What follows belongs to an exercise in optimizing a design on an open flow for a short achievable clock period, few clock cycles per item and low power; a production flow would make more cautious choices.
RTL that was checked went through simulation tests only; none was proved equivalent to the original.
Only the layout flow was run in run 1; the RTL was not checked for function there.
No activity file was given, so power comes from the tool's default toggle rates.

==> flow/design.v (outline; a module is shown in full before it is edited, if it fits) <==
// module fp_round: 91 lines
// module fmul_pipe: 2096 lines
module fmul_pipe
#(
    parameter int EXP   = 8,
    parameter int FRAC  = 23,
    parameter int WIDTH = EXP + FRAC + 1
) (
    input  logic              clk,
    input  logic              rst,
    input  logic              in_valid,
    output logic              in_ready,
    input  logic [WIDTH-1:0]  a,
    input  logic [WIDTH-1:0]  b,
    input  logic [1:0]        round_mode,
    output logic              out_valid,
    input  logic              out_ready,
    output logic [WIDTH-1:0]  r,
    output logic [NFLAGS-1:0] flags
);
  // ...
==> flow/run.sh <==
#!/bin/bash
# synth_recipe.tcl (not shown) runs the flow's synth.tcl, then flattens the netlist and writes it again
# the make line also repeats each setting of config.mk as NAME=value (left out here)
make -C /OpenROAD-flow-scripts/flow DESIGN_CONFIG=/design/flow/config.mk WORK_HOME=/design/flow/orfs CLKGATE_MAP_FILE= SYNTH_SCRIPT=/design/flow/synth_recipe.tcl finish
==> flow/config.mk <==
export PLATFORM = sky130hd
export DESIGN_NAME = fmul_pipe
export DESIGN_NICKNAME = fmul_pipe
export VERILOG_FILES = /design/flow/design.v
export SDC_FILE = /design/flow/constraint.sdc
export NUM_CORES = 4
export LEC_CHECK = 0
export CAP_MARGIN = 20
export CORE_MARGIN = 2
export CORE_UTILIZATION = 40
export SETUP_SLACK_MARGIN = 4.5
export SLEW_MARGIN = 20
==> flow/constraint.sdc <==
create_clock -name core_clock -period 8.0 [get_ports {clk}]
set_input_delay 1.6000 -clock core_clock [delete_from_list [all_inputs] [get_ports {clk}]]
set_output_delay 1.6000 -clock core_clock [all_outputs]
set_load 0.01 [all_outputs]
==> out/metrics.json, run 1 <==
{
  "final_max_slew_viol_count": {"value": 0},
  "p_clk": {"value": 2230, "unit": "uW"},
  "dr_wl_met3": {"value": 7.96, "unit": "mm"},
  "ioPinCount": {"value": 109},
  "rr_startpoint": {"value": "xa_B[5]"},
  "power.share.clock": {"value": 17.5, "unit": "%"},
  "post_synthesis_async_set_or_reset_flop_share": {"value": 4.04, "unit": "%"},
  "yosysUniqueCellTypes": {"value": 85},
  "power_group_with_the_highest_consumption": {"value": "combinational logic"},
  "detail_route.iter0.violations": {"value": 1973},
  "clk_path_buf_depth": {"value": 3},
  "hp-class": {"value": "reg2reg"},
  "h-tree-depth": {"value": 2},
  "timing.max_cap.violations": {"value": 0},
  "die_height": {"value": 300, "unit": "um"},
  "grt_antenna_before_repair": {"value": 9},
  "largest_register_ff_count": {"value": 144},
  "clk_transition_reported_paths": {"value": 0.06, "unit": "ns"},
  "timing.rr.end": {"value": "r1_E[25]"},
  "rsz0062_at_grt": {"value": "yes"},
  "total_clock_buffers_created_by_cts": {"value": 45},
  "final-hold-violation-count": {"value": 0},
  "timing.critical_path.max_delay_family": {"value": "adder cells"},
  "dp_slack": {"value": 2.77, "unit": "ns"},
  "place_area": {"value": 37500, "unit": "um2"},
  "yosys_warns": {"value": 3},
  "met1_length": {"value": 42.5, "unit": "mm"},
  "cts_setup_buffers": {"value": 141},
  "coreArea": {"value": 86600, "unit": "um2"},
  "period_minus_slack": {"value": 4.38, "unit": "ns"},
  "outcome": {"value": "timing/DRC/antenna clean"},
  "synth_top_flop_cell": {"value": "sky130_fd_sc_hd__dfxtp_1"},
  "drt-pass1-iter-count": {"value": 7},
  "power.share.switching": {"value": 42.3, "unit": "%"},
  "fillerInstances": {"value": 7879},
  "critical_path.slowest_cell": {"value": "sky130_fd_sc_hd__fa_1"},
  "reg2reg_setup_slack": {"value": 3.62, "unit": "ns"},
  "dp.cells": {"value": 4623},
  "post_synth_main_area_contributors": {"value": "sky130_fd_sc_hd__fa_1, sky130_fd_sc_hd__edfxtp_1, sky130_fd_sc_hd__dfxtp_1"},
  "detailroute.wirelength.met2": {"value": 47.1, "unit": "mm"},
  "crit_type": {"value": "reg2reg"}
}
==> inputs of run 2 (changes only) <==
--- a/flow/design.v
+++ b/flow/design.v
@@ -1576,155 +1576,443 @@
     assign t919 = t832 ^ t834 ^ t835;
     assign t920 = (t832 & t834) | (t832 & t835) | (t834 & t835);
     logic t921, t922;
     assign t921 = t836 ^ t838 ^ t839;
     assign t922 = (t836 & t838) | (t836 & t839) | (t838 & t839);
     logic t923, t924;
     assign t923 = t840 ^ (xa_B[22] & xb_B[22]) ^ xa_B[21];
     assign t924 = (t840 & (xa_B[22] & xb_B[22])) | (t840 & xa_B[21]) | ((xa_B[22] & xb_B[22]) & xa_B[21]);
+    logic v1;
+    always_ff @(posedge clk or posedge rst)
+        if (rst) v1 <= 1'b0;
+        else v1 <= v0;
+    logic qC_0_0;
+    always_ff @(posedge clk) qC_0_0 <= (xa_B[0] & xb_B[0]);
+    logic qC_1_0;
+    always_ff @(posedge clk) qC_1_0 <= (xa_B[0] & xb_B[1]);
+    logic qC_1_1;
+    always_ff @(posedge clk) qC_1_1 <= (xa_B[1] & xb_B[0]);
+    logic qC_2_0;
+    always_ff @(posedge clk) qC_2_0 <= (xa_B[0] & xb_B[2]);
+    logic qC_2_1;
+    always_ff @(posedge clk) qC_2_1 <= (xa_B[1] & xb_B[1]);
+    logic qC_2_2;
+    always_ff @(posedge clk) qC_2_2 <= (xa_B[2] & xb_B[0]);
+    logic qC_3_0;
+    always_ff @(posedge clk) qC_3_0 <= t841;
+    logic qC_3_1;
+    always_ff @(posedge clk) qC_3_1 <= (xa_B[2] & xb_B[1]);
+    logic qC_3_2;
+    always_ff @(posedge clk) qC_3_2 <= (xa_B[3] & xb_B[0]);
+    logic qC_4_0;
+    always_ff @(posedge clk) qC_4_0 <= t842;
+    logic qC_4_1;
+    always_ff @(posedge clk) qC_4_1 <= t843;
+    logic qC_4_2;
+    always_ff @(posedge clk) qC_4_2 <= (xa_B[4] & xb_B[0]);
+    logic qC_5_0;
+    always_ff @(posedge clk) qC_5_0 <= t844;
+    logic qC_5_1;
+    always_ff @(posedge clk) qC_5_1 <= t845;
+    logic qC_5_2;
+    always_ff @(posedge clk) qC_5_2 <= (xa_B[5] & xb_B[0]);
+    logic qC_6_0;
+    always_ff @(posedge clk) qC_6_0 <= t846;
+    logic qC_6_1;
+    always_ff @(posedge clk) qC_6_1 <= t847;
+    logic qC_6_2;
+    always_ff @(posedge clk) qC_6_2 <= t693;
+    logic qC_7_0;
+    always_ff @(posedge clk) qC_7_0 <= t848;
+    logic qC_7_1;
+    always_ff @(posedge clk) qC_7_1 <= t849;
+    logic qC_7_2;
+    always_ff @(posedge clk) qC_7_2 <= t697;
+    logic qC_8_0;
+    always_ff @(posedge clk) qC_8_0 <= t850;
+    logic qC_8_1;
+    always_ff @(posedge clk) qC_8_1 <= t851;
+    logic qC_8_2;
+    always_ff @(posedge clk) qC_8_2 <= t701;
+    logic qC_9_0;
+    always_ff @(posedge clk) qC_9_0 <= t852;
+    logic qC_9_1;
+    always_ff @(posedge clk) qC_9_1 <= t853;
+    logic qC_9_2;
+    always_ff @(posedge clk) qC_9_2 <= t705;
+    logic qC_10_0;
+    always_ff @(posedge clk) qC_10_0 <= t854;
+    logic qC_10_1;
+    always_ff @(posedge clk) qC_10_1 <= t855;
+    logic qC_10_2;
+    always_ff @(posedge clk) qC_10_2 <= t709;
+    logic qC_11_0;
+    always_ff @(posedge clk) qC_11_0 <= t856;
+    logic qC_11_1;
+    always_ff @(posedge clk) qC_11_1 <= t857;
+    logic qC_11_2;
+    always_ff @(posedge clk) qC_11_2 <= t713;
+    logic qC_12_0;
+    always_ff @(posedge clk) qC_12_0 <= t858;
+    logic qC_12_1;
+    always_ff @(posedge clk) qC_12_1 <= t859;
+    logic qC_12_2;
+    always_ff @(posedge clk) qC_12_2 <= t717;
+    logic qC_13_0;
+    always_ff @(posedge clk) qC_13_0 <= t860;
+    logic qC_13_1;
+    always_ff @(posedge clk) qC_13_1 <= t861;
+    logic qC_13_2;
+    always_ff @(posedge clk) qC_13_2 <= t721;
+    logic qC_14_0;
+    always_ff @(posedge clk) qC_14_0 <= t862;
+    logic qC_14_1;
+    always_ff @(posedge clk) qC_14_1 <= t863;
+    logic qC_14_2;
+    always_ff @(posedge clk) qC_14_2 <= t725;
+    logic qC_15_0;
+    always_ff @(posedge clk) qC_15_0 <= t864;
+    logic qC_15_1;
+    always_ff @(posedge clk) qC_15_1 <= t865;
+    logic qC_15_2;
+    always_ff @(posedge clk) qC_15_2 <= t729;
+    logic qC_16_0;
+    always_ff @(posedge clk) qC_16_0 <= t866;
+    logic qC_16_1;
+    always_ff @(posedge clk) qC_16_1 <= t867;
+    logic qC_16_2;
+    always_ff @(posedge clk) qC_16_2 <= t733;
+    logic qC_17_0;
+    always_ff @(posedge clk) qC_17_0 <= t868;
+    logic qC_17_1;
+    always_ff @(posedge clk) qC_17_1 <= t869;
+    logic qC_17_2;
+    always_ff @(posedge clk) qC_17_2 <= t737;
+    logic qC_18_0;
+    always_ff @(posedge clk) qC_18_0 <= t870;
+    logic qC_18_1;
+    always_ff @(posedge clk) qC_18_1 <= t871;
+    logic qC_18_2;
+    always_ff @(posedge clk) qC_18_2 <= t741;
+    logic qC_19_0;
+    always_ff @(posedge clk) qC_19_0 <= t872;
+    logic qC_19_1;
+    always_ff @(posedge clk) qC_19_1 <= t873;
+    logic qC_19_2;
+    always_ff @(posedge clk) qC_19_2 <= t745;
+    logic qC_20_0;
+    always_ff @(posedge clk) qC_20_0 <= t874;
+    logic qC_20_1;
+    always_ff @(posedge clk) qC_20_1 <= t875;
+    logic qC_20_2;
+    always_ff @(posedge clk) qC_20_2 <= t749;
+    logic qC_21_0;
+    always_ff @(posedge clk) qC_21_0 <= t876;
+    logic qC_21_1;
+    always_ff @(posedge clk) qC_21_1 <= t877;
+    logic qC_21_2;
+    always_ff @(posedge clk) qC_21_2 <= t753;
+    logic qC_22_0;
+    always_ff @(posedge clk) qC_22_0 <= t878;
+    logic qC_22_1;
+    always_ff @(posedge clk) qC_22_1 <= t879;
+    logic qC_22_2;
+    always_ff @(posedge clk) qC_22_2 <= t757;
+    logic qC_23_0;
+    always_ff @(posedge clk) qC_23_0 <= t880;
+    logic qC_23_1;
+    always_ff @(posedge clk) qC_23_1 <= t881;
+    logic qC_23_2;
+    always_ff @(posedge clk) qC_23_2 <= t761;
+    logic qC_24_0;
+    always_ff @(posedge clk) qC_24_0 <= t882;
+    logic qC_24_1;
+    always_ff @(posedge clk) qC_24_1 <= t883;
+    logic qC_24_2;
+    always_ff @(posedge clk) qC_24_2 <= t765;
+    logic qC_25_0;
+    always_ff @(posedge clk) qC_25_0 <= t884;
+    logic qC_25_1;
+    always_ff @(posedge clk) qC_25_1 <= t885;
+    logic qC_25_2;
+    always_ff @(posedge clk) qC_25_2 <= t769;
+    logic qC_26_0;
+    always_ff @(posedge clk) qC_26_0 <= t886;
+    logic qC_26_1;
+    always_ff @(posedge clk) qC_26_1 <= t887;
+    logic qC_26_2;
+    always_ff @(posedge clk) qC_26_2 <= t773;
+    logic qC_27_0;
+    always_ff @(posedge clk) qC_27_0 <= t888;
+    logic qC_27_1;
+    always_ff @(posedge clk) qC_27_1 <= t889;
+    logic qC_27_2;
+    always_ff @(posedge clk) qC_27_2 <= t777;
+    logic qC_28_0;
+    always_ff @(posedge clk) qC_28_0 <= t890;
+    logic qC_28_1;
+    always_ff @(posedge clk) qC_28_1 <= t891;
+    logic qC_28_2;
+    always_ff @(posedge clk) qC_28_2 <= t781;
+    logic qC_29_0;
+    always_ff @(posedge clk) qC_29_0 <= t892;
+    logic qC_29_1;
+    always_ff @(posedge clk) qC_29_1 <= t893;
+    logic qC_29_2;
+    always_ff @(posedge clk) qC_29_2 <= t785;
+    logic qC_30_0;
+    always_ff @(posedge clk) qC_30_0 <= t894;
+    logic qC_30_1;
+    always_ff @(posedge clk) qC_30_1 <= t895;
+    logic qC_30_2;
+    always_ff @(posedge clk) qC_30_2 <= t789;
+    logic qC_31_0;
+    always_ff @(posedge clk) qC_31_0 <= t896;
+    logic qC_31_1;
+    always_ff @(posedge clk) qC_31_1 <= t897;
+    logic qC_31_2;
+    always_ff @(posedge clk) qC_31_2 <= t793;
+    logic qC_32_0;
+    always_ff @(posedge clk) qC_32_0 <= t898;
+    logic qC_32_1;
+    always_ff @(posedge clk) qC_32_1 <= t899;
+    logic qC_32_2;
+    always_ff @(posedge clk) qC_32_2 <= t797;
+    logic qC_33_0;
+    always_ff @(posedge clk) qC_33_0 <= t900;
+    logic qC_33_1;
+    always_ff @(posedge clk) qC_33_1 <= t901;
+    logic qC_33_2;
+    always_ff @(posedge clk) qC_33_2 <= t801;
+    logic qC_34_0;
+    always_ff @(posedge clk) qC_34_0 <= t902;
+    logic qC_34_1;
+    always_ff @(posedge clk) qC_34_1 <= t903;
+    logic qC_34_2;
+    always_ff @(posedge clk) qC_34_2 <= t805;
+    logic qC_35_0;
+    always_ff @(posedge clk) qC_35_0 <= t904;
+    logic qC_35_1;
+    always_ff @(posedge clk) qC_35_1 <= t905;
+    logic qC_35_2;
+    always_ff @(posedge clk) qC_35_2 <= t809;
+    logic qC_36_0;
+    always_ff @(posedge clk) qC_36_0 <= t906;
+    logic qC_36_1;
+    always_ff @(posedge clk) qC_36_1 <= t907;
+    logic qC_36_2;
+    always_ff @(posedge clk) qC_36_2 <= t813;
+    logic qC_37_0;
+    always_ff @(posedge clk) qC_37_0 <= t908;
+    logic qC_37_1;
+    always_ff @(posedge clk) qC_37_1 <= t909;
+    logic qC_37_2;
+    always_ff @(posedge clk) qC_37_2 <= t817;
+    logic qC_38_0;
+    always_ff @(posedge clk) qC_38_0 <= t910;
+    logic qC_38_1;
+    always_ff @(posedge clk) qC_38_1 <= t911;
+    logic qC_38_2;
+    always_ff @(posedge clk) qC_38_2 <= t821;
+    logic qC_39_0;
+    always_ff @(posedge clk) qC_39_0 <= t912;
+    logic qC_39_1;
+    always_ff @(posedge clk) qC_39_1 <= t913;
+    logic qC_39_2;
+    always_ff @(posedge clk) qC_39_2 <= t825;
+    logic qC_40_0;
+    always_ff @(posedge clk) qC_40_0 <= t914;
+    logic qC_40_1;
+    always_ff @(posedge clk) qC_40_1 <= t915;
+    logic qC_40_2;
+    always_ff @(posedge clk) qC_40_2 <= t829;
+    logic qC_41_0;
+    always_ff @(posedge clk) qC_41_0 <= t916;
+    logic qC_41_1;
+    always_ff @(posedge clk) qC_41_1 <= t917;
+    logic qC_41_2;
+    always_ff @(posedge clk) qC_41_2 <= t833;
+    logic qC_42_0;
+    always_ff @(posedge clk) qC_42_0 <= t918;
+    logic qC_42_1;
+    always_ff @(posedge clk) qC_42_1 <= t919;
+    logic qC_42_2;
+    always_ff @(posedge clk) qC_42_2 <= t837;
+    logic qC_43_0;
+    always_ff @(posedge clk) qC_43_0 <= t920;
+    logic qC_43_1;
+    always_ff @(posedge clk) qC_43_1 <= t921;
+    logic qC_43_2;
+    always_ff @(posedge clk) qC_43_2 <= xb_B[20];
+    logic qC_44_0;
+    always_ff @(posedge clk) qC_44_0 <= t922;
+    logic qC_44_1;
+    always_ff @(posedge clk) qC_44_1 <= t923;
+    logic qC_44_2;
+    always_ff @(posedge clk) qC_44_2 <= xb_B[21];
+    logic qC_45_0;
+    always_ff @(posedge clk) qC_45_0 <= t924;
+    logic qC_45_1;
+    always_ff @(posedge clk) qC_45_1 <= xa_B[22];
+    logic qC_45_2;
+    always_ff @(posedge clk) qC_45_2 <= xb_B[22];
+    logic sgn_C;
+    always_ff @(posedge clk) sgn_C <= sgn_B;
+    logic rne_C;
+    always_ff @(posedge clk) rne_C <= rne_B;
+    logic dirup_C;
+    always_ff @(posedge clk) dirup_C <= dirup_B;
+    logic spec_C;
+    always_ff @(posedge clk) spec_C <= spec_B;
+    logic nan_C;
+    always_ff @(posedge clk) nan_C <= nan_B;
+    logic inf_C;
+    always_ff @(posedge clk) inf_C <= inf_B;
+    logic [9:0] e0_C;
+    always_ff @(posedge clk) e0_C <= e0_B;
     logic t925, t926;
-    assign t925 = (xa_B[0] & xb_B[2]) ^ (xa_B[1] & xb_B[1]);
-    assign t926 = (xa_B[0] & xb_B[2]) & (xa_B[1] & xb_B[1]);
+    assign t925 = qC_2_0 ^ qC_2_1;
+    assign t926 = qC_2_0 & qC_2_1;
     logic t927, t928;
-    assign t927 = t841 ^ (xa_B[2] & xb_B[1]) ^ (xa_B[3] & xb_B[0]);
-    assign t928 = (t841 & (xa_B[2] & xb_B[1])) | (t841 & (xa_B[3] & xb_B[0])) | ((xa_B[2] & xb_B[1]) & (xa_B[3] & xb_B[0]));
+    assign t927 = qC_3_0 ^ qC_3_1 ^ qC_3_2;
+    assign t928 = (qC_3_0 & qC_3_1) | (qC_3_0 & qC_3_2) | (qC_3_1 & qC_3_2);
     logic t929, t930;
-    assign t929 = t842 ^ t843 ^ (xa_B[4] & xb_B[0]);
-    assign t930 = (t842 & t843) | (t842 & (xa_B[4] & xb_B[0])) | (t843 & (xa_B[4] & xb_B[0]));
+    assign t929 = qC_4_0 ^ qC_4_1 ^ qC_4_2;
+    assign t930 = (qC_4_0 & qC_4_1) | (qC_4_0 & qC_4_2) | (qC_4_1 & qC_4_2);
     logic t931, t932;
-    assign t931 = t844 ^ t845 ^ (xa_B[5] & xb_B[0]);
-    assign t932 = (t844 & t845) | (t844 & (xa_B[5] & xb_B[0])) | (t845 & (xa_B[5] & xb_B[0]));
+    assign t931 = qC_5_0 ^ qC_5_1 ^ qC_5_2;
+    assign t932 = (qC_5_0 & qC_5_1) | (qC_5_0 & qC_5_2) | (qC_5_1 & qC_5_2);
     logic t933, t934;
-    assign t933 = t846 ^ t847 ^ t693;
-    assign t934 = (t846 & t847) | (t846 & t693) | (t847 & t693);
+    assign t933 = qC_6_0 ^ qC_6_1 ^ qC_6_2;
+    assign t934 = (qC_6_0 & qC_6_1) | (qC_6_0 & qC_6_2) | (qC_6_1 & qC_6_2);
     logic t935, t936;
-    assign t935 = t848 ^ t849 ^ t697;
-    assign t936 = (t848 & t849) | (t848 & t697) | (t849 & t697);
+    assign t935 = qC_7_0 ^ qC_7_1 ^ qC_7_2;
+    assign t936 = (qC_7_0 & qC_7_1) | (qC_7_0 & qC_7_2) | (qC_7_1 & qC_7_2);
     logic t937, t938;
-    assign t937 = t850 ^ t851 ^ t701;
-    assign t938 = (t850 & t851) | (t850 & t701) | (t851 & t701);
+    assign t937 = qC_8_0 ^ qC_8_1 ^ qC_8_2;
+    assign t938 = (qC_8_0 & qC_8_1) | (qC_8_0 & qC_8_2) | (qC_8_1 & qC_8_2);
     logic t939, t940;
-    assign t939 = t852 ^ t853 ^ t705;
-    assign t940 = (t852 & t853) | (t852 & t705) | (t853 & t705);
+    assign t939 = qC_9_0 ^ qC_9_1 ^ qC_9_2;
+    assign t940 = (qC_9_0 & qC_9_1) | (qC_9_0 & qC_9_2) | (qC_9_1 & qC_9_2);
     logic t941, t942;
-    assign t941 = t854 ^ t855 ^ t709;
-    assign t942 = (t854 & t855) | (t854 & t709) | (t855 & t709);
+    assign t941 = qC_10_0 ^ qC_10_1 ^ qC_10_2;
+    assign t942 = (qC_10_0 & qC_10_1) | (qC_10_0 & qC_10_2) | (qC_10_1 & qC_10_2);
     logic t943, t944;
-    assign t943 = t856 ^ t857 ^ t713;
-    assign t944 = (t856 & t857) | (t856 & t713) | (t857 & t713);
+    assign t943 = qC_11_0 ^ qC_11_1 ^ qC_11_2;
+    assign t944 = (qC_11_0 & qC_11_1) | (qC_11_0 & qC_11_2) | (qC_11_1 & qC_11_2);
     logic t945, t946;
-    assign t945 = t858 ^ t859 ^ t717;
-    assign t946 = (t858 & t859) | (t858 & t717) | (t859 & t717);
+    assign t945 = qC_12_0 ^ qC_12_1 ^ qC_12_2;
+    assign t946 = (qC_12_0 & qC_12_1) | (qC_12_0 & qC_12_2) | (qC_12_1 & qC_12_2);
     logic t947, t948;
-    assign t947 = t860 ^ t861 ^ t721;
-    assign t948 = (t860 & t861) | (t860 & t721) | (t861 & t721);
+    assign t947 = qC_13_0 ^ qC_13_1 ^ qC_13_2;
+    assign t948 = (qC_13_0 & qC_13_1) | (qC_13_0 & qC_13_2) | (qC_13_1 & qC_13_2);
     logic t949, t950;
-    assign t949 = t862 ^ t863 ^ t725;
-    assign t950 = (t862 & t863) | (t862 & t725) | (t863 & t725);
+    assign t949 = qC_14_0 ^ qC_14_1 ^ qC_14_2;
+    assign t950 = (qC_14_0 & qC_14_1) | (qC_14_0 & qC_14_2) | (qC_14_1 & qC_14_2);
     logic t951, t952;
-    assign t951 = t864 ^ t865 ^ t729;
-    assign t952 = (t864 & t865) | (t864 & t729) | (t865 & t729);
+    assign t951 = qC_15_0 ^ qC_15_1 ^ qC_15_2;
+    assign t952 = (qC_15_0 & qC_15_1) | (qC_15_0 & qC_15_2) | (qC_15_1 & qC_15_2);
     logic t953, t954;
-    assign t953 = t866 ^ t867 ^ t733;
-    assign t954 = (t866 & t867) | (t866 & t733) | (t867 & t733);
+    assign t953 = qC_16_0 ^ qC_16_1 ^ qC_16_2;
+    assign t954 = (qC_16_0 & qC_16_1) | (qC_16_0 & qC_16_2) | (qC_16_1 & qC_16_2);
     logic t955, t956;
-    assign t955 = t868 ^ t869 ^ t737;
-    assign t956 = (t868 & t869) | (t868 & t737) | (t869 & t737);
+    assign t955 = qC_17_0 ^ qC_17_1 ^ qC_17_2;
+    assign t956 = (qC_17_0 & qC_17_1) | (qC_17_0 & qC_17_2) | (qC_17_1 & qC_17_2);
     logic t957, t958;
-    assign t957 = t870 ^ t871 ^ t741;
-    assign t958 = (t870 & t871) | (t870 & t741) | (t871 & t741);
+    assign t957 = qC_18_0 ^ qC_18_1 ^ qC_18_2;
+    assign t958 = (qC_18_0 & qC_18_1) | (qC_18_0 & qC_18_2) | (qC_18_1 & qC_18_2);
     logic t959, t960;
-    assign t959 = t872 ^ t873 ^ t745;
-    assign t960 = (t872 & t873) | (t872 & t745) | (t873 & t745);
+    assign t959 = qC_19_0 ^ qC_19_1 ^ qC_19_2;
+    assign t960 = (qC_19_0 & qC_19_1) | (qC_19_0 & qC_19_2) | (qC_19_1 & qC_19_2);
     logic t961, t962;
-    assign t961 = t874 ^ t875 ^ t749;
-    assign t962 = (t874 & t875) | (t874 & t749) | (t875 & t749);
+    assign t961 = qC_20_0 ^ qC_20_1 ^ qC_20_2;
+    assign t962 = (qC_20_0 & qC_20_1) | (qC_20_0 & qC_20_2) | (qC_20_1 & qC_20_2);
     logic t963, t964;
-    assign t963 = t876 ^ t877 ^ t753;
-    assign t964 = (t876 & t877) | (t876 & t753) | (t877 & t753);
+    assign t963 = qC_21_0 ^ qC_21_1 ^ qC_21_2;
+    assign t964 = (qC_21_0 & qC_21_1) | (qC_21_0 & qC_21_2) | (qC_21_1 & qC_21_2);
     logic t965, t966;
-    assign t965 = t878 ^ t879 ^ t757;
-    assign t966 = (t878 & t879) | (t878 & t757) | (t879 & t757);
+    assign t965 = qC_22_0 ^ qC_22_1 ^ qC_22_2;
+    assign t966 = (qC_22_0 & qC_22_1) | (qC_22_0 & qC_22_2) | (qC_22_1 & qC_22_2);
     logic t967, t968;
-    assign t967 = t880 ^ t881 ^ t761;
-    assign t968 = (t880 & t881) | (t880 & t761) | (t881 & t761);
+    assign t967 = qC_23_0 ^ qC_23_1 ^ qC_23_2;
+    assign t968 = (qC_23_0 & qC_23_1) | (qC_23_0 & qC_23_2) | (qC_23_1 & qC_23_2);
     logic t969, t970;
-    assign t969 = t882 ^ t883 ^ t765;
-    assign t970 = (t882 & t883) | (t882 & t765) | (t883 & t765);
+    assign t969 = qC_24_0 ^ qC_24_1 ^ qC_24_2;
+    assign t970 = (qC_24_0 & qC_24_1) | (qC_24_0 & qC_24_2) | (qC_24_1 & qC_24_2);
     logic t971, t972;
-    assign t971 = t884 ^ t885 ^ t769;
-    assign t972 = (t884 & t885) | (t884 & t769) | (t885 & t769);
+    assign t971 = qC_25_0 ^ qC_25_1 ^ qC_25_2;
+    assign t972 = (qC_25_0 & qC_25_1) | (qC_25_0 & qC_25_2) | (qC_25_1 & qC_25_2);
     logic t973, t974;
-    assign t973 = t886 ^ t887 ^ t773;
-    assign t974 = (t886 & t887) | (t886 & t773) | (t887 & t773);
+    assign t973 = qC_26_0 ^ qC_26_1 ^ qC_26_2;
+    assign t974 = (qC_26_0 & qC_26_1) | (qC_26_0 & qC_26_2) | (qC_26_1 & qC_26_2);
     logic t975, t976;
-    assign t975 = t888 ^ t889 ^ t777;
-    assign t976 = (t888 & t889) | (t888 & t777) | (t889 & t777);
+    assign t975 = qC_27_0 ^ qC_27_1 ^ qC_27_2;
+    assign t976 = (qC_27_0 & qC_27_1) | (qC_27_0 & qC_27_2) | (qC_27_1 & qC_27_2);
     logic t977, t978;
-    assign t977 = t890 ^ t891 ^ t781;
-    assign t978 = (t890 & t891) | (t890 & t781) | (t891 & t781);
+    assign t977 = qC_28_0 ^ qC_28_1 ^ qC_28_2;
+    assign t978 = (qC_28_0 & qC_28_1) | (qC_28_0 & qC_28_2) | (qC_28_1 & qC_28_2);
     logic t979, t980;
-    assign t979 = t892 ^ t893 ^ t785;
-    assign t980 = (t892 & t893) | (t892 & t785) | (t893 & t785);
+    assign t979 = qC_29_0 ^ qC_29_1 ^ qC_29_2;
+    assign t980 = (qC_29_0 & qC_29_1) | (qC_29_0 & qC_29_2) | (qC_29_1 & qC_29_2);
     logic t981, t982;
-    assign t981 = t894 ^ t895 ^ t789;
-    assign t982 = (t894 & t895) | (t894 & t789) | (t895 & t789);
+    assign t981 = qC_30_0 ^ qC_30_1 ^ qC_30_2;
+    assign t982 = (qC_30_0 & qC_30_1) | (qC_30_0 & qC_30_2) | (qC_30_1 & qC_30_2);
     logic t983, t984;
-    assign t983 = t896 ^ t897 ^ t793;
-    assign t984 = (t896 & t897) | (t896 & t793) | (t897 & t793);
+    assign t983 = qC_31_0 ^ qC_31_1 ^ qC_31_2;
+    assign t984 = (qC_31_0 & qC_31_1) | (qC_31_0 & qC_31_2) | (qC_31_1 & qC_31_2);
     logic t985, t986;
-    assign t985 = t898 ^ t899 ^ t797;
-    assign t986 = (t898 & t899) | (t898 & t797) | (t899 & t797);
+    assign t985 = qC_32_0 ^ qC_32_1 ^ qC_32_2;
+    assign t986 = (qC_32_0 & qC_32_1) | (qC_32_0 & qC_32_2) | (qC_32_1 & qC_32_2);
     logic t987, t988;
-    assign t987 = t900 ^ t901 ^ t801;
-    assign t988 = (t900 & t901) | (t900 & t801) | (t901 & t801);
+    assign t987 = qC_33_0 ^ qC_33_1 ^ qC_33_2;
+    assign t988 = (qC_33_0 & qC_33_1) | (qC_33_0 & qC_33_2) | (qC_33_1 & qC_33_2);
     logic t989, t990;
-    assign t989 = t902 ^ t903 ^ t805;
-    assign t990 = (t902 & t903) | (t902 & t805) | (t903 & t805);
+    assign t989 = qC_34_0 ^ qC_34_1 ^ qC_34_2;
+    assign t990 = (qC_34_0 & qC_34_1) | (qC_34_0 & qC_34_2) | (qC_34_1 & qC_34_2);
     logic t991, t992;
-    assign t991 = t904 ^ t905 ^ t809;
-    assign t992 = (t904 & t905) | (t904 & t809) | (t905 & t809);
+    assign t991 = qC_35_0 ^ qC_35_1 ^ qC_35_2;
+    assign t992 = (qC_35_0 & qC_35_1) | (qC_35_0 & qC_35_2) | (qC_35_1 & qC_35_2);
     logic t993, t994;
-    assign t993 = t906 ^ t907 ^ t813;
-    assign t994 = (t906 & t907) | (t906 & t813) | (t907 & t813);
+    assign t993 = qC_36_0 ^ qC_36_1 ^ qC_36_2;
+    assign t994 = (qC_36_0 & qC_36_1) | (qC_36_0 & qC_36_2) | (qC_36_1 & qC_36_2);
     logic t995, t996;
-    assign t995 = t908 ^ t909 ^ t817;
-    assign t996 = (t908 & t909) | (t908 & t817) | (t909 & t817);
+    assign t995 = qC_37_0 ^ qC_37_1 ^ qC_37_2;
+    assign t996 = (qC_37_0 & qC_37_1) | (qC_37_0 & qC_37_2) | (qC_37_1 & qC_37_2);
     logic t997, t998;
-    assign t997 = t910 ^ t911 ^ t821;
-    assign t998 = (t910 & t911) | (t910 & t821) | (t911 & t821);
+    assign t997 = qC_38_0 ^ qC_38_1 ^ qC_38_2;
+    assign t998 = (qC_38_0 & qC_38_1) | (qC_38_0 & qC_38_2) | (qC_38_1 & qC_38_2);
     logic t999, t1000;
-    assign t999 = t912 ^ t913 ^ t825;
-    assign t1000 = (t912 & t913) | (t912 & t825) | (t913 & t825);
+    assign t999 = qC_39_0 ^ qC_39_1 ^ qC_39_2;
+    assign t1000 = (qC_39_0 & qC_39_1) | (qC_39_0 & qC_39_2) | (qC_39_1 & qC_39_2);
     logic t1001, t1002;
-    assign t1001 = t914 ^ t915 ^ t829;
-    assign t1002 = (t914 & t915) | (t914 & t829) | (t915 & t829);
+    assign t1001 = qC_40_0 ^ qC_40_1 ^ qC_40_2;
+    assign t1002 = (qC_40_0 & qC_40_1) | (qC_40_0 & qC_40_2) | (qC_40_1 & qC_40_2);
     logic t1003, t1004;
-    assign t1003 = t916 ^ t917 ^ t833;
-    assign t1004 = (t916 & t917) | (t916 & t833) | (t917 & t833);
+    assign t1003 = qC_41_0 ^ qC_41_1 ^ qC_41_2;
+    assign t1004 = (qC_41_0 & qC_41_1) | (qC_41_0 & qC_41_2) | (qC_41_1 & qC_41_2);
     logic t1005, t1006;
-    assign t1005 = t918 ^ t919 ^ t837;
-    assign t1006 = (t918 & t919) | (t918 & t837) | (t919 & t837);
+    assign t1005 = qC_42_0 ^ qC_42_1 ^ qC_42_2;
+    assign t1006 = (qC_42_0 & qC_42_1) | (qC_42_0 & qC_42_2) | (qC_42_1 & qC_42_2);
     logic t1007, t1008;
-    assign t1007 = t920 ^ t921 ^ xb_B[20];
-    assign t1008 = (t920 & t921) | (t920 & xb_B[20]) | (t921 & xb_B[20]);
+    assign t1007 = qC_43_0 ^ qC_43_1 ^ qC_43_2;
+    assign t1008 = (qC_43_0 & qC_43_1) | (qC_43_0 & qC_43_2) | (qC_43_1 & qC_43_2);
     logic t1009, t1010;
-    assign t1009 = t922 ^ t923 ^ xb_B[21];
-    assign t1010 = (t922 & t923) | (t922 & xb_B[21]) | (t923 & xb_B[21]);
+    assign t1009 = qC_44_0 ^ qC_44_1 ^ qC_44_2;
+    assign t1010 = (qC_44_0 & qC_44_1) | (qC_44_0 & qC_44_2) | (qC_44_1 & qC_44_2);
     logic t1011, t1012;
-    assign t1011 = t924 ^ xa_B[22] ^ xb_B[22];
-    assign t1012 = (t924 & xa_B[22]) | (t924 & xb_B[22]) | (xa_B[22] & xb_B[22]);
+    assign t1011 = qC_45_0 ^ qC_45_1 ^ qC_45_2;
+    assign t1012 = (qC_45_0 & qC_45_1) | (qC_45_0 & qC_45_2) | (qC_45_1 & qC_45_2);
     logic [47:0] row0, row1;
-    assign row0[0] = (xa_B[0] & xb_B[0]);
+    assign row0[0] = qC_0_0;
     assign row1[0] = 1'b0;
-    assign row0[1] = (xa_B[0] & xb_B[1]);
-    assign row1[1] = (xa_B[1] & xb_B[0]);
+    assign row0[1] = qC_1_0;
+    assign row1[1] = qC_1_1;
     assign row0[2] = t925;
-    assign row1[2] = (xa_B[2] & xb_B[0]);
+    assign row1[2] = qC_2_2;
     assign row0[3] = t926;
     assign row1[3] = t927;
     assign row0[4] = t928;
     assign row1[4] = t929;
     assign row0[5] = t930;
     assign row1[5] = t931;
     assign row0[6] = t932;
     assign row1[6] = t933;
@@ -1805,41 +2093,19 @@
     assign row0[44] = t1008;
     assign row1[44] = t1009;
     assign row0[45] = t1010;
     assign row1[45] = t1011;
     assign row0[46] = t1012;
     assign row1[46] = 1'b1;
     assign row0[47] = 1'b0;
     assign row1[47] = 1'b0;
-    logic v1;
-    always_ff @(posedge clk or posedge rst)
-        if (rst) v1 <= 1'b0;
-        else v1 <= v0;
-    logic [47:0] r0_E;
-    always_ff @(posedge clk) r0_E <= row0;
-    logic [47:0] r1_E;
-    always_ff @(posedge clk) r1_E <= row1;
-    logic sgn_E;
-    always_ff @(posedge clk) sgn_E <= sgn_B;
-    logic rne_E;
-    always_ff @(posedge clk) rne_E <= rne_B;
-    logic dirup_E;
-    always_ff @(posedge clk) dirup_E <= dirup_B;
-    logic spec_E;
-    always_ff @(posedge clk) spec_E <= spec_B;
-    logic nan_E;
-    always_ff @(posedge clk) nan_E <= nan_B;
-    logic inf_E;
-    always_ff @(posedge clk) inf_E <= inf_B;
-    logic [9:0] e0_E;
-    always_ff @(posedge clk) e0_E <= e0_B;
     logic [47:0] bg0, bp0;
-    assign bg0 = r0_E & r1_E;
-    assign bp0 = r0_E ^ r1_E;
+    assign bg0 = row0 & row1;
+    assign bp0 = row0 ^ row1;
     logic bkg1, bkp1;
     assign bkg1 = bg0[1] | (bp0[1] & bg0[0]);
     assign bkp1 = bp0[1] & bp0[0];
     logic bkg2, bkp2;
     assign bkg2 = bg0[3] | (bp0[3] & bg0[2]);
     assign bkp2 = bp0[3] & bp0[2];
     logic bkg3, bkp3;
     assign bkg3 = bg0[5] | (bp0[5] & bg0[4]);
@@ -2129,36 +2395,36 @@
     assign prod[14] = 1'b0;
     assign prod[15] = 1'b0;
     assign prod[16] = 1'b0;
     assign prod[17] = 1'b0;
     assign prod[18] = 1'b0;
     assign prod[19] = 1'b0;
     assign prod[20] = 1'b0;
     logic [20:0] zx, zo;
-    assign zx = r0_E[20:0] ^ r1_E[20:0];
-    assign zo = {r0_E[19:0] | r1_E[19:0], 1'b0};
+    assign zx = row0[20:0] ^ row1[20:0];
+    assign zo = {row0[19:0] | row1[19:0], 1'b0};
     logic v2;
     always_ff @(posedge clk or posedge rst)
         if (rst) v2 <= 1'b0;
         else v2 <= v1;
     logic sgn_F;
-    always_ff @(posedge clk) sgn_F <= sgn_E;
+    always_ff @(posedge clk) sgn_F <= sgn_C;
     logic rne_F;
-    always_ff @(posedge clk) rne_F <= rne_E;
+    always_ff @(posedge clk) rne_F <= rne_C;
     logic dirup_F;
-    always_ff @(posedge clk) dirup_F <= dirup_E;
+    always_ff @(posedge clk) dirup_F <= dirup_C;
     logic spec_F;
-    always_ff @(posedge clk) spec_F <= spec_E;
+    always_ff @(posedge clk) spec_F <= spec_C;
     logic nan_F;
-    always_ff @(posedge clk) nan_F <= nan_E;
+    always_ff @(posedge clk) nan_F <= nan_C;
     logic inf_F;
-    always_ff @(posedge clk) inf_F <= inf_E;
+    always_ff @(posedge clk) inf_F <= inf_C;
     logic [9:0] e0_F;
-    always_ff @(posedge clk) e0_F <= e0_E;
+    always_ff @(posedge clk) e0_F <= e0_C;
     logic [26:0] p_F;
     always_ff @(posedge clk) p_F <= prod[47:21];
     logic stl_F;
     always_ff @(posedge clk) stl_F <= |(zx ^ zo);
     logic [31:0] x_r;
     logic [4:0]  x_f;
     fp_round u_round (
         .i_sign(sgn_F), .i_rne(rne_F), .i_dirup(dirup_F),
==> flow/config.mk (replaced) <==
export PLATFORM = sky130hd
export DESIGN_NAME = fmul_pipe
export DESIGN_NICKNAME = fmul_pipe
export VERILOG_FILES = /design/flow/design.v
export SDC_FILE = /design/flow/constraint.sdc
export NUM_CORES = 4
export LEC_CHECK = 0
export CAP_MARGIN = 20
export CORE_MARGIN = 2
export CORE_UTILIZATION = 40
export SETUP_SLACK_MARGIN = 4.7
export SLEW_MARGIN = 20
==> run 2 against run 1 <==
Still clean on timing, DRC and antenna. Combinational power grew 13%. Maximum frequency grew 14%. Synthesized cell count shrank 4.6%. Critical path type unchanged.
==> out/metrics.json, run 2 <==
{
  "synthCells": {"value": 3346, "change": "was 3509"},
  "maximum_clock_skew_at_final_layout": {"value": 0.0400, "unit": "ns", "change": "was 0.0156 ns"},
  "dr_wl_cell": {"value": 21.2, "unit": "um", "change": "was 20.7 um"},
  "yosys_warns": {"value": 3, "change": "unchanged"},
  "hp-class": {"value": "reg2reg", "change": "unchanged"},
  "worstHoldPathCells": {"value": 0, "change": "unchanged"},
  "timing.max_cap.violations": {"value": 0, "change": "unchanged"},
  "antenna_left": {"value": 0, "change": "unchanged"},
  "most_common_cell_after_layout_fill_and_taps_aside": {"value": "sky130_fd_sc_hd__inv_1", "change": "unchanged"},
  "layout_worst_path_cycle_share": {"value": 48.1, "unit": "%", "change": "was 54.7%"},
  "synth_most_common_cell": {"value": "sky130_fd_sc_hd__inv_1", "change": "unchanged"},
  "cp.required": {"value": 8.49, "unit": "ns", "change": "was 8.53 ns"},
  "drt-pass1-iter-count": {"value": 8, "change": "was 7"},
  "rsz0062_at_grt": {"value": "yes", "change": "unchanged"},
  "place_area": {"value": 37900, "unit": "um2", "change": "was 37500 um2"},
  "timing.slew.headroom": {"value": 19.1, "unit": "%", "change": "was 53.6%"},
  "synth_top_cell_area_share": {"value": 28.8, "unit": "%", "change": "about the same"},
  "synth.yosys.seq_area_share": {"value": 31.9, "unit": "%", "change": "was 29.5%"},
  "synth_nets": {"value": 4058, "change": "was 4221"},
  "finalNetCount": {"value": 4316, "change": "was 4434"},
  "clock_tree_root_driver_cell": {"value": "sky130_fd_sc_hd__clkbuf_16", "change": "unchanged"},
  "area_delta_synth_final": {"value": 25.4, "unit": "%", "change": "was 21.9%"},
  "postSynthRegisterBits": {"value": 464, "change": "was 421"},
  "synth_edf_count": {"value": 180, "change": "unchanged"},
  "gp_congestion": {"value": 0.851, "change": "was 0.869"},
  "post_synthesis_async_set_or_reset_flop_share": {"value": 3.66, "unit": "%", "change": "was 4.04%"},
  "yosysUniqueCellTypes": {"value": 79, "change": "was 85"},
  "power_leakage": {"value": 0.0185, "unit": "uW", "change": "was 0.0188 uW"},
  "fmaxAchievable": {"value": 260, "unit": "MHz", "change": "was 228 MHz"},
  "outcome": {"value": "timing/DRC/antenna clean", "change": "unchanged"},
  "syn_avg_cell_area": {"value": 10.5, "unit": "um2", "change": "was 9.96 um2"},
  "largest_register_ff_count": {"value": 144, "change": "unchanged"},
  "drt_drc_violations_left": {"value": 0, "change": "unchanged"},
  "clk_path_buf_depth": {"value": 3, "change": "unchanged"},
  "tightest_pin_transition": {"value": 1.21, "unit": "ns", "change": "was 0.694 ns"},
  "grt_pass1_vias": {"value": 26200, "change": "was 26500"},
  "post_synth_main_area_contributors": {"value": "sky130_fd_sc_hd__fa_1, sky130_fd_sc_hd__edfxtp_1, sky130_fd_sc_hd__dfxtp_1", "change": "unchanged"},
  "grt_usage": {"value": 22.6, "unit": "%", "change": "was 22.8%"},
  "min_delay_worst_endpoint": {"value": "rne_F", "change": "was sgn_E"},
  "cp.arrival": {"value": 4.34, "unit": "ns", "change": "was 4.90 ns"},
  "timing.critical_path.fanout_max": {"value": 5, "change": "unchanged"},
  "reg2reg_setup_slack": {"value": 4.15, "unit": "ns", "change": "was 3.62 ns"},
  "most-common-layout-cells": {"value": "sky130_fd_sc_hd__inv_1, sky130_fd_sc_hd__fa_1, sky130_fd_sc_hd__and2_1", "change": "unchanged"},
  "rr_startpoint": {"value": "xa_B[7]", "change": "was xa_B[5]"},
  "final_util": {"value": 50.6, "unit": "%", "change": "was 49.2%"},
  "clk_latency": {"value": 0.64, "unit": "ns", "change": "was 0.58 ns"},
  "h-tree-depth": {"value": 2, "change": "unchanged"},
  "cts_sinks": {"value": 464, "change": "was 421"},
  "critical_path.startpoint": {"value": "xa_B[7]", "change": "was xa_B[5]"},
  "grt-ovfl-total": {"value": 0, "change": "unchanged"},
  "top_regs": {"value": "bq (144), h_q (36), p_F (27)", "change": "was bq (144), r0_E (47), r1_E (45)"},
  "die_height": {"value": 300, "unit": "um", "change": "about the same"},
  "period_minus_slack": {"value": 3.85, "unit": "ns", "change": "was 4.38 ns"},
  "die_x": {"value": 300, "unit": "um", "change": "about the same"},
  "largest_area_contributor_in_the_netlist": {"value": "sky130_fd_sc_hd__fa_1", "change": "unchanged"},
  "portBuffers": {"value": 107, "change": "unchanged"},
  "crit_type": {"value": "reg2reg", "change": "unchanged"},
  "totalWireLength": {"value": 102, "unit": "mm", "change": "about the same"},
  "total_power": {"value": 14400, "unit": "uW", "change": "was 12700 uW"},
  "clock_tree_from_tritoncts": {"value": "built", "change": "unchanged"},
  "total_clock_buffers_created_by_cts": {"value": 53, "change": "was 45"},
  "cts_hold_buffers": {"value": 0, "change": "unchanged"},
  "final_max_slew_viol_count": {"value": 0, "change": "unchanged"},
  "finalSetupTns": {"value": 0, "unit": "ns", "change": "unchanged"},
  "detailroute.via_count": {"value": 25100, "change": "was 25500"},
  "grt_antenna_before_repair": {"value": 4, "change": "was 9"},
  "report.final.setup_viol": {"value": 0, "change": "unchanged"},
  "synthesis.area": {"value": 35000, "unit": "um2", "change": "about the same"},
  "pwr_density_cell": {"value": 327, "unit": "nW/um2", "change": "was 299 nW/um2"},
  "fillerInstances": {"value": 7707, "change": "was 7879"},
  "ioPinCount": {"value": 109, "change": "unchanged"},
  "worst_hold_startpoint": {"value": "rne_C", "change": "was sgn_B"},
  "largest-register": {"value": "bq", "change": "unchanged"},
  "num_rows": {"value": 108, "change": "unchanged"},
  "startpoint_type": {"value": "flip-flop", "change": "unchanged"},
  "pin_count_of_the_biggest_net_entering_global_routing": {"value": 52, "change": "was 59"},
  "design.die.area": {"value": 89900, "unit": "um2", "change": "was 89800 um2"},
  "clk_transition_reported_paths": {"value": 0.06, "unit": "ns", "change": "about the same"},
  "rr_worst_depth": {"value": 13, "change": "was 14"},
  "hold_slack": {"value": 0.320, "unit": "ns", "change": "was 0.324 ns"},
  "drive_gt1_share": {"value": 27.4, "unit": "%", "change": "was 22.5%"},
  "detail_route.iter0.violations": {"value": 1696, "change": "was 1973"},
  "wire_length_of_the_first_global_routing_pass": {"value": 155, "unit": "mm", "change": "was 156 mm"},
  "dp.final_hpwl": {"value": 66.0, "unit": "mm", "change": "was 62.7 mm"},
  "final-hold-violation-count": {"value": 0, "change": "unchanged"},
  "coreArea": {"value": 86800, "unit": "um2", "change": "was 86600 um2"},
  "worst_ir_drop_vdd": {"value": 0.000273, "unit": "V", "change": "was 0.000282 V"},
  "initial_utilization": {"value": 40.4, "unit": "%", "change": "about the same"},
  "fin_area": {"value": 43900, "unit": "um2", "change": "was 42600 um2"},
  "cp-end-kind": {"value": "flip-flop", "change": "unchanged"},
  "detail_route.vias_per_cell": {"value": 5.23, "change": "was 5.19"},
  "synth.cells.most_frequent": {"value": "sky130_fd_sc_hd__inv_1, sky130_fd_sc_hd__fa_1, sky130_fd_sc_hd__and2_1, sky130_fd_sc_hd__nand2_1, sky130_fd_sc_hd__dfxtp_1", "change": "unchanged"},
  "timing.rr.end": {"value": "qC_27_1", "change": "was r1_E[25]"},
  "synth_top_flop_cell": {"value": "sky130_fd_sc_hd__dfxtp_1", "change": "unchanged"}
}
## run 2: cell types whose count changed in the layout (fill, tap and decap cells not counted), sizes merged, moves of 16 or more
cell and change:
and2 -34, dfxtp +43, mux4 +16, mux2i -26, inv -175, o211ai -20, nor2 +61
## run 2: kinds of logic (layout without fill, tap and decap cells)
logic type               count (synthesis)  after routing  share of synthesized area (%)
AO/OA/AOI/OAI                          395            397                           7.66
other                                    1              2                         0.0107
AND/OR/NAND/NOR                        965            966                           13.8
buffers and inverters                  708           1007                           7.66
multiplexers                            96             96                           3.38
XOR/XNOR                                75             75                           1.88
adder cells (fa/ha/maj)                642            642                           33.7
flip-flops                             464            464                           31.9
## run 2: repair_timing
| item | CTS | global route |
|---|---|---|
| setup buffers | 136 | 61 |
| pin swaps | 165 | 117 |
| endpoints found under the hold margin | 0 | 0 |
| gates resized for setup | 555 | 243 |
| cloned | 17 | 3 |
| setup endpoints to repair | 479 | 216 |
## run 2: power by group
group / internal [uW] / switching (uW)
Clock: 1610 / 1060
Combinational: 3510 / 4360
Sequential: 3380 / 432
Total: 8500 / 5850
## run 2: final cells by class
| class | instances | area [um2] | share of cell area [%] |
|---|---|---|---|
| clock buffer | 63 | 1380 | 3.15 |
| timing repair buffer | 368 | 3940 | 8.96 |
| timing repair inverter | 1 | 5.00 | 0.0114 |
| antenna | 1 | 2.50 | 0.00570 |
| clock inverter | 36 | 542 | 1.23 |
| sequential | 464 | 11300 | 25.7 |
| tap | 1155 | 1450 | 3.29 |
| inverter | 539 | 2190 | 4.98 |
| multi-input combinational | 2177 | 23100 | 52.6 |
## run 2: how the worst max path moves through the flow
stage               slack, ns         to  cells past startpoint
floorplan                3.87   bq[0][0]                      7
global placement         2.61  bq[1][19]                      8
detailed placement       2.50  bq[1][13]                      8
CTS                      4.22    qC_26_1                     13
global route             4.05    qC_26_1                     13
finish                   4.15    qC_27_1                     13
## run 2: stage by stage
step	cells	worst slack, ns
2_1_floorplan	3346	3.87
3_3_place_gp	4486	2.61
3_5_place_dp	4487	2.50
4_1_cts	4739	4.22
5_1_grt	4803	4.05
6_report	4804	4.15
## run 2: routing by layer
layer	up-vias	GRT usage, %	share of wire, %
met5	-	0	0
met4	0	8.33	4.5
met3	242	3.71	6.6
met2	985	38.2	48
met1	12600	29.3	41
li1	11300	-	-
## run 2: critical path: stages, from the launching register on
cell,delay (ns)
sky130_fd_sc_hd__dfxtp_4,0.36
sky130_fd_sc_hd__buf_12,0.12
sky130_fd_sc_hd__clkinvlp_4,0.19
sky130_fd_sc_hd__nor2_4,0.17
sky130_fd_sc_hd__fa_1,0.41
sky130_fd_sc_hd__fa_1,0.52
sky130_fd_sc_hd__inv_2,0.04
sky130_fd_sc_hd__fa_2,0.52
sky130_fd_sc_hd__inv_2,0.04
sky130_fd_sc_hd__fa_2,0.33
sky130_fd_sc_hd__inv_2,0.06
sky130_fd_sc_hd__fa_1,0.41
sky130_fd_sc_hd__inv_1,0.09
sky130_fd_sc_hd__fa_2,0.42
Testbench counts of run 2, summed over its fixed seeds: cycles 32,032, items 32,000.
==> inputs of run 3 (changes only) <==
--- a/flow/config.mk
+++ b/flow/config.mk
@@ -9,4 +9,4 @@
 export CORE_MARGIN = 2
 export CORE_UTILIZATION = 40
-export SETUP_SLACK_MARGIN = 4.7
+export SETUP_SLACK_MARGIN = 4.3
 export SLEW_MARGIN = 20
==> run 3 against run 2 <==
Still clean. Area after synthesis unchanged. Count of clock-buffer cells in the layout shrank 7. Utilization down 2.9 points. Non-clock buffer count fell by 103. Die area did not move. Sequential power about the same. First-iteration DRC count is 2.4% higher. Via count fell by 2.6%. Final cell count decreased by 2.4%. Critical path depth is 1 lower. Sequential cell count did not move. Critical endpoint is now qC_24_1. Largest cell class unchanged.
==> out/metrics.json, run 3 <==
{
  "outcome": {"value": "timing/DRC/antenna clean", "change": "unchanged"},
  "timing.critical_path.fanout_max": {"value": 8, "change": "was 5"},
  "hold_slack": {"value": 0.324, "unit": "ns", "change": "was 0.320 ns"},
  "largest_register_ff_count": {"value": 144, "change": "unchanged"},
  "initial_utilization": {"value": 40.4, "unit": "%", "change": "unchanged"},
  "wire_length_of_the_first_global_routing_pass": {"value": 150, "unit": "mm", "change": "was 155 mm"},
  "critPathMaxStageDelay": {"value": 0.57, "unit": "ns", "change": "was 0.52 ns"},
  "most-common-layout-cells": {"value": "sky130_fd_sc_hd__inv_1, sky130_fd_sc_hd__fa_1, sky130_fd_sc_hd__and2_1", "change": "unchanged"},
  "cp.arrival": {"value": 4.27, "unit": "ns", "change": "was 4.34 ns"},
  "timing.rr.end": {"value": "qC_24_1", "change": "was qC_27_1"},
  "final_max_slew_viol_count": {"value": 0, "change": "unchanged"},
  "cp-end-kind": {"value": "flip-flop", "change": "unchanged"},
  "cts_sinks": {"value": 464, "change": "unchanged"},
  "yosys_warns": {"value": 3, "change": "unchanged"},
  "post_synthesis_async_set_or_reset_flop_share": {"value": 3.66, "unit": "%", "change": "unchanged"},
  "cp_common_cell": {"value": "sky130_fd_sc_hd__fa_1"},
  "num_rows": {"value": 108, "change": "unchanged"},
  "synth_edf_count": {"value": 180, "change": "unchanged"},
  "synth_top_flop_cell": {"value": "sky130_fd_sc_hd__dfxtp_1", "change": "unchanged"},
  "top_regs": {"value": "bq (144), h_q (36), p_F (27)", "change": "unchanged"},
  "dp_slack": {"value": 2.55, "unit": "ns", "change": "was 2.50 ns"},
  "clk_path_buf_depth": {"value": 3, "change": "unchanged"},
  "critical_path.startpoint": {"value": "xb_B[19]", "change": "was xa_B[7]"},
  "area_delta_synth_final": {"value": 18.1, "unit": "%", "change": "was 25.4%"},
  "rr_worst_depth": {"value": 12, "change": "was 13"},
  "grt_pass1_vias": {"value": 25500, "change": "was 26200"},
  "timing.slew.headroom": {"value": 35.9, "unit": "%", "change": "was 19.1%"},
  "die_x": {"value": 300, "unit": "um", "change": "unchanged"},
  "drt_drc_violations_left": {"value": 0, "change": "unchanged"},
  "final-hold-violation-count": {"value": 0, "change": "unchanged"},
  "drt-pass1-iter-count": {"value": 9, "change": "was 8"},
  "rsz0062_at_grt": {"value": "yes", "change": "unchanged"},
  "finalNetCount": {"value": 4210, "change": "was 4316"},
  "maximum_clock_skew_at_final_layout": {"value": 0.0539, "unit": "ns", "change": "was 0.0400 ns"},
  "place_area": {"value": 37500, "unit": "um2", "change": "was 37900 um2"},
  "post_synth_main_area_contributors": {"value": "sky130_fd_sc_hd__fa_1, sky130_fd_sc_hd__edfxtp_1, sky130_fd_sc_hd__dfxtp_1", "change": "unchanged"},
  "largest_area_contributor_in_the_netlist": {"value": "sky130_fd_sc_hd__fa_1", "change": "unchanged"},
  "synth.cells.most_frequent": {"value": "sky130_fd_sc_hd__inv_1, sky130_fd_sc_hd__fa_1, sky130_fd_sc_hd__and2_1, sky130_fd_sc_hd__nand2_1, sky130_fd_sc_hd__dfxtp_1", "change": "unchanged"},
  "total_clock_buffers_created_by_cts": {"value": 50, "change": "was 53"},
  "crit_type": {"value": "reg2reg", "change": "unchanged"},
  "gp_congestion": {"value": 0.874, "change": "was 0.851"},
  "cp_num_buf_inv": {"value": 5, "change": "was 6"},
  "startpoint_type": {"value": "flip-flop", "change": "unchanged"},
  "grt_antenna_before_repair": {"value": 3, "change": "was 4"},
  "grt_usage": {"value": 21.9, "unit": "%", "change": "was 22.6%"},
  "dp.final_hpwl": {"value": 64.6, "unit": "mm", "change": "was 66.0 mm"},
  "synthesis.area": {"value": 35000, "unit": "um2", "change": "unchanged"},
  "pwr_density_cell": {"value": 323, "unit": "nW/um2", "change": "was 327 nW/um2"},
  "synth_nets": {"value": 4058, "change": "unchanged"},
  "pin_count_of_the_biggest_net_entering_global_routing": {"value": 40, "change": "was 52"},
  "drive_gt1_share": {"value": 15.0, "unit": "%", "change": "was 27.4%"},
  "synth_top_cell_area_share": {"value": 28.8, "unit": "%", "change": "unchanged"},
  "die_height": {"value": 300, "unit": "um", "change": "unchanged"},
  "timing.critical_path.max_delay_family": {"value": "adder cells", "change": "unchanged"},
  "synth.yosys.seq_area_share": {"value": 31.9, "unit": "%", "change": "unchanged"},
  "coreArea": {"value": 86800, "unit": "um2", "change": "unchanged"},
  "worst_ir_drop_vdd": {"value": 0.000228, "unit": "V", "change": "was 0.000273 V"},
  "reg2reg_setup_slack": {"value": 4.20, "unit": "ns", "change": "was 4.15 ns"},
  "worst-path-stages": {"value": 12, "change": "was 13"},
  "post-route-worst-setup-slack": {"value": 4.20, "unit": "ns", "change": "was 4.15 ns"},
  "totalWireLength": {"value": 97.3, "unit": "mm", "change": "was 102 mm"},
  "yosysUniqueCellTypes": {"value": 79, "change": "unchanged"},
  "clk_transition_reported_paths": {"value": 0.07, "unit": "ns", "change": "was 0.06 ns"},
  "largest-register": {"value": "bq", "change": "unchanged"},
  "cts_hold_buffers": {"value": 0, "change": "unchanged"},
  "antenna_left": {"value": 0, "change": "unchanged"},
  "design.die.area": {"value": 89900, "unit": "um2", "change": "unchanged"},
  "syn_avg_cell_area": {"value": 10.5, "unit": "um2", "change": "unchanged"},
  "cp.required": {"value": 8.47, "unit": "ns", "change": "was 8.49 ns"},
  "synth_most_common_cell": {"value": "sky130_fd_sc_hd__inv_1", "change": "unchanged"},
  "power_leakage": {"value": 0.0178, "unit": "uW", "change": "was 0.0185 uW"},
  "most_common_cell_after_layout_fill_and_taps_aside": {"value": "sky130_fd_sc_hd__inv_1", "change": "unchanged"},
  "critical_path.slowest_cell": {"value": "sky130_fd_sc_hd__fa_2", "change": "was sky130_fd_sc_hd__fa_1"},
  "report.final.setup_viol": {"value": 0, "change": "unchanged"},
  "portBuffers": {"value": 107, "change": "unchanged"},
  "clock_tree_from_tritoncts": {"value": "built", "change": "unchanged"},
  "detailroute.via_count": {"value": 24500, "change": "was 25100"},
  "detail_route.vias_per_cell": {"value": 5.21, "change": "was 5.23"},
  "h-tree-depth": {"value": 2, "change": "unchanged"},
  "ioPinCount": {"value": 109, "change": "unchanged"},
  "period_minus_slack": {"value": 3.80, "unit": "ns", "change": "was 3.85 ns"},
  "synthCells": {"value": 3346, "change": "unchanged"},
  "dr_wl_cell": {"value": 20.7, "unit": "um", "change": "was 21.2 um"},
  "clk_latency": {"value": 0.64, "unit": "ns", "change": "about the same"},
  "postSynthRegisterBits": {"value": 464, "change": "unchanged"},
  "detail_route.iter0.violations": {"value": 1736, "change": "was 1696"},
  "tightest_pin_transition": {"value": 0.962, "unit": "ns", "change": "was 1.21 ns"},
  "timing.critical_path.to": {"value": "qC_24_1", "change": "was qC_27_1"},
  "rr_startpoint": {"value": "xb_B[19]", "change": "was xa_B[7]"},
  "fmaxAchievable": {"value": 263, "unit": "MHz", "change": "was 260 MHz"},
  "critical_path.cell_chain": {"value": "inv_12, nor2_2, fa_1, fa_1, inv_2, fa_2, inv_1, fa_2, inv_2, fa_1, inv_2, fa_1", "change": "was buf_12, clkinvlp_4, nor2_4, fa_1, fa_1, inv_2, fa_2, inv_2, fa_2, inv_2, fa_1, inv_1, fa_2"},
  "finalSetupTns": {"value": 0, "unit": "ns", "change": "unchanged"},
  "hp-class": {"value": "reg2reg", "change": "unchanged"},
  "timing.max_cap.violations": {"value": 0, "change": "unchanged"},
  "clock_tree_root_driver_cell": {"value": "sky130_fd_sc_hd__clkbuf_16", "change": "unchanged"},
  "grt-ovfl-total": {"value": 0, "change": "unchanged"},
  "fin_area": {"value": 41400, "unit": "um2", "change": "was 43900 um2"},
  "layout_worst_path_cycle_share": {"value": 47.5, "unit": "%", "change": "was 48.1%"}
}
-- run 3: cell counts after synthesis --
Identical to the previous run, type by type.
-- run 3: area by class of cell --
class | instances | area [um2]
repair buffers | 265 | 2940
clock buffers | 56 | 1270
flip-flops and latches | 464 | 11300
fillers | 7973 | 45400
repair inverters | 1 | 5.00
diodes | 1 | 2.50
clock inverters | 33 | 425
inverters | 539 | 2110
well taps | 1155 | 1450
multi-input cells | 2177 | 21900
-- run 3: cells by family after synthesis --
| logic type | after synthesis | share of synthesized area (%) |
|---|---|---|
| AOI/OAI and AO/OA | 395 | 7.66 |
| xor gates and xnor gates | 75 | 1.88 |
| adders and majority gates | 642 | 33.7 |
| buffers and inverters | 708 | 7.66 |
| DFF | 464 | 31.9 |
| muxes | 96 | 3.38 |
| other | 1 | 0.0107 |
| and+or+nand+nor | 965 | 13.8 |
-- run 3: metal layers --
metal | vias up | wire [um] | GRT usage, %
met2 | 831 | 45100 | 35.8
met1 | 12400 | 41500 | 29.3
li1 | 11000 | - | -
met3 | 220 | 6380 | 3.45
met5 | - | 16 | 0
met4 | 2 | 4330 | 8.29
-- run 3: report_power, final --
part / switching [uW] / total [uW] / leakage [uW] / internal (uW)
Combinational: 4090 / 7150 / 0.0129 / 3050
Clock: 1020 / 2400 / 0.000810 / 1380
Sequential: 420 / 3810 / 0.00414 / 3380
Total: 5530 / 13400 / 0.0178 / 7820
-- run 3: through the flow --
stage / utilization (%) / cells / total power [uW]
3_5_place_dp: 43.2 / 4494 / 10700
2_1_floorplan: - / 3346 / 8380
6_report: 47.7 / 4691 / 13400
4_1_cts: 47.1 / 4672 / 13300
5_1_grt: 47.7 / 4691 / 14500
3_3_place_gp: 43.2 / 4493 / 10500
-- run 3: worst min-delay path by stage --
stage / cells after the start / from / endpoint
global placement: 0 / spec_B / spec_C
CTS: 0 / dirup_B / dirup_C
finish: 0 / sgn_B / sgn_C
global route: 0 / dirup_C / dirup_F
detailed placement: 0 / e0_C[9] / e0_F[9]
floorplan: 0 / dirup_B / dirup_C
-- run 3: worst register-to-register path: stages, from the launching register on --
cell                      delay (ns)
sky130_fd_sc_hd__dfxtp_4        0.47
sky130_fd_sc_hd__inv_12         0.09
sky130_fd_sc_hd__nor2_2         0.11
sky130_fd_sc_hd__fa_1           0.44
sky130_fd_sc_hd__fa_1           0.56
sky130_fd_sc_hd__inv_2          0.05
sky130_fd_sc_hd__fa_2           0.57
sky130_fd_sc_hd__inv_1          0.05
sky130_fd_sc_hd__fa_2           0.33
sky130_fd_sc_hd__inv_2          0.06
sky130_fd_sc_hd__fa_1           0.42
sky130_fd_sc_hd__inv_2          0.07
sky130_fd_sc_hd__fa_1           0.41
-- run 3: repair_timing --
action | 4_1_cts | 5_1_grt
cloned | 14 | 2
buffers inserted | 75 | 16
setup endpoints to repair | 381 | 199
gates resized for setup | 263 | 143
pin swaps | 60 | 50

-- static timing again, ports no longer ideal --
The results above use ideal ports. As a check the final layouts listed here were re-extracted and re-timed, cells and wires unchanged. Step 1, drivers: a clkbuf_16 drives clk and a buf_2 each remaining input, both assumed. Step 2 times the ports against the registers' clock, not the clock port: input delays grow and output delays shrink by t, the midpoint of the rising clock arrivals with the driver on. Three values: ideal ports, drivers, drivers and shift; two values: the first two.
run | t (ns) | setup WS [ns] | slew at the worst register clock pin (ns) | cell pins on the clock port's net
run 1 | 0.641 | 3.622 / 3.622 / 3.622 | 0.07 / 0.07 | 1
run 2 | 0.683 | 4.154 / 4.154 / 3.876 | 0.07 / 0.07 | 1
run 3 | 0.678 | 4.200 / 4.200 / 3.668 | 0.07 / 0.07 | 1
After both steps setup and hold are still met in every run listed. For run 3, which loses most, drivers alone change the setup slack by 0.000 ns; drivers and shift together by -0.532 ns.
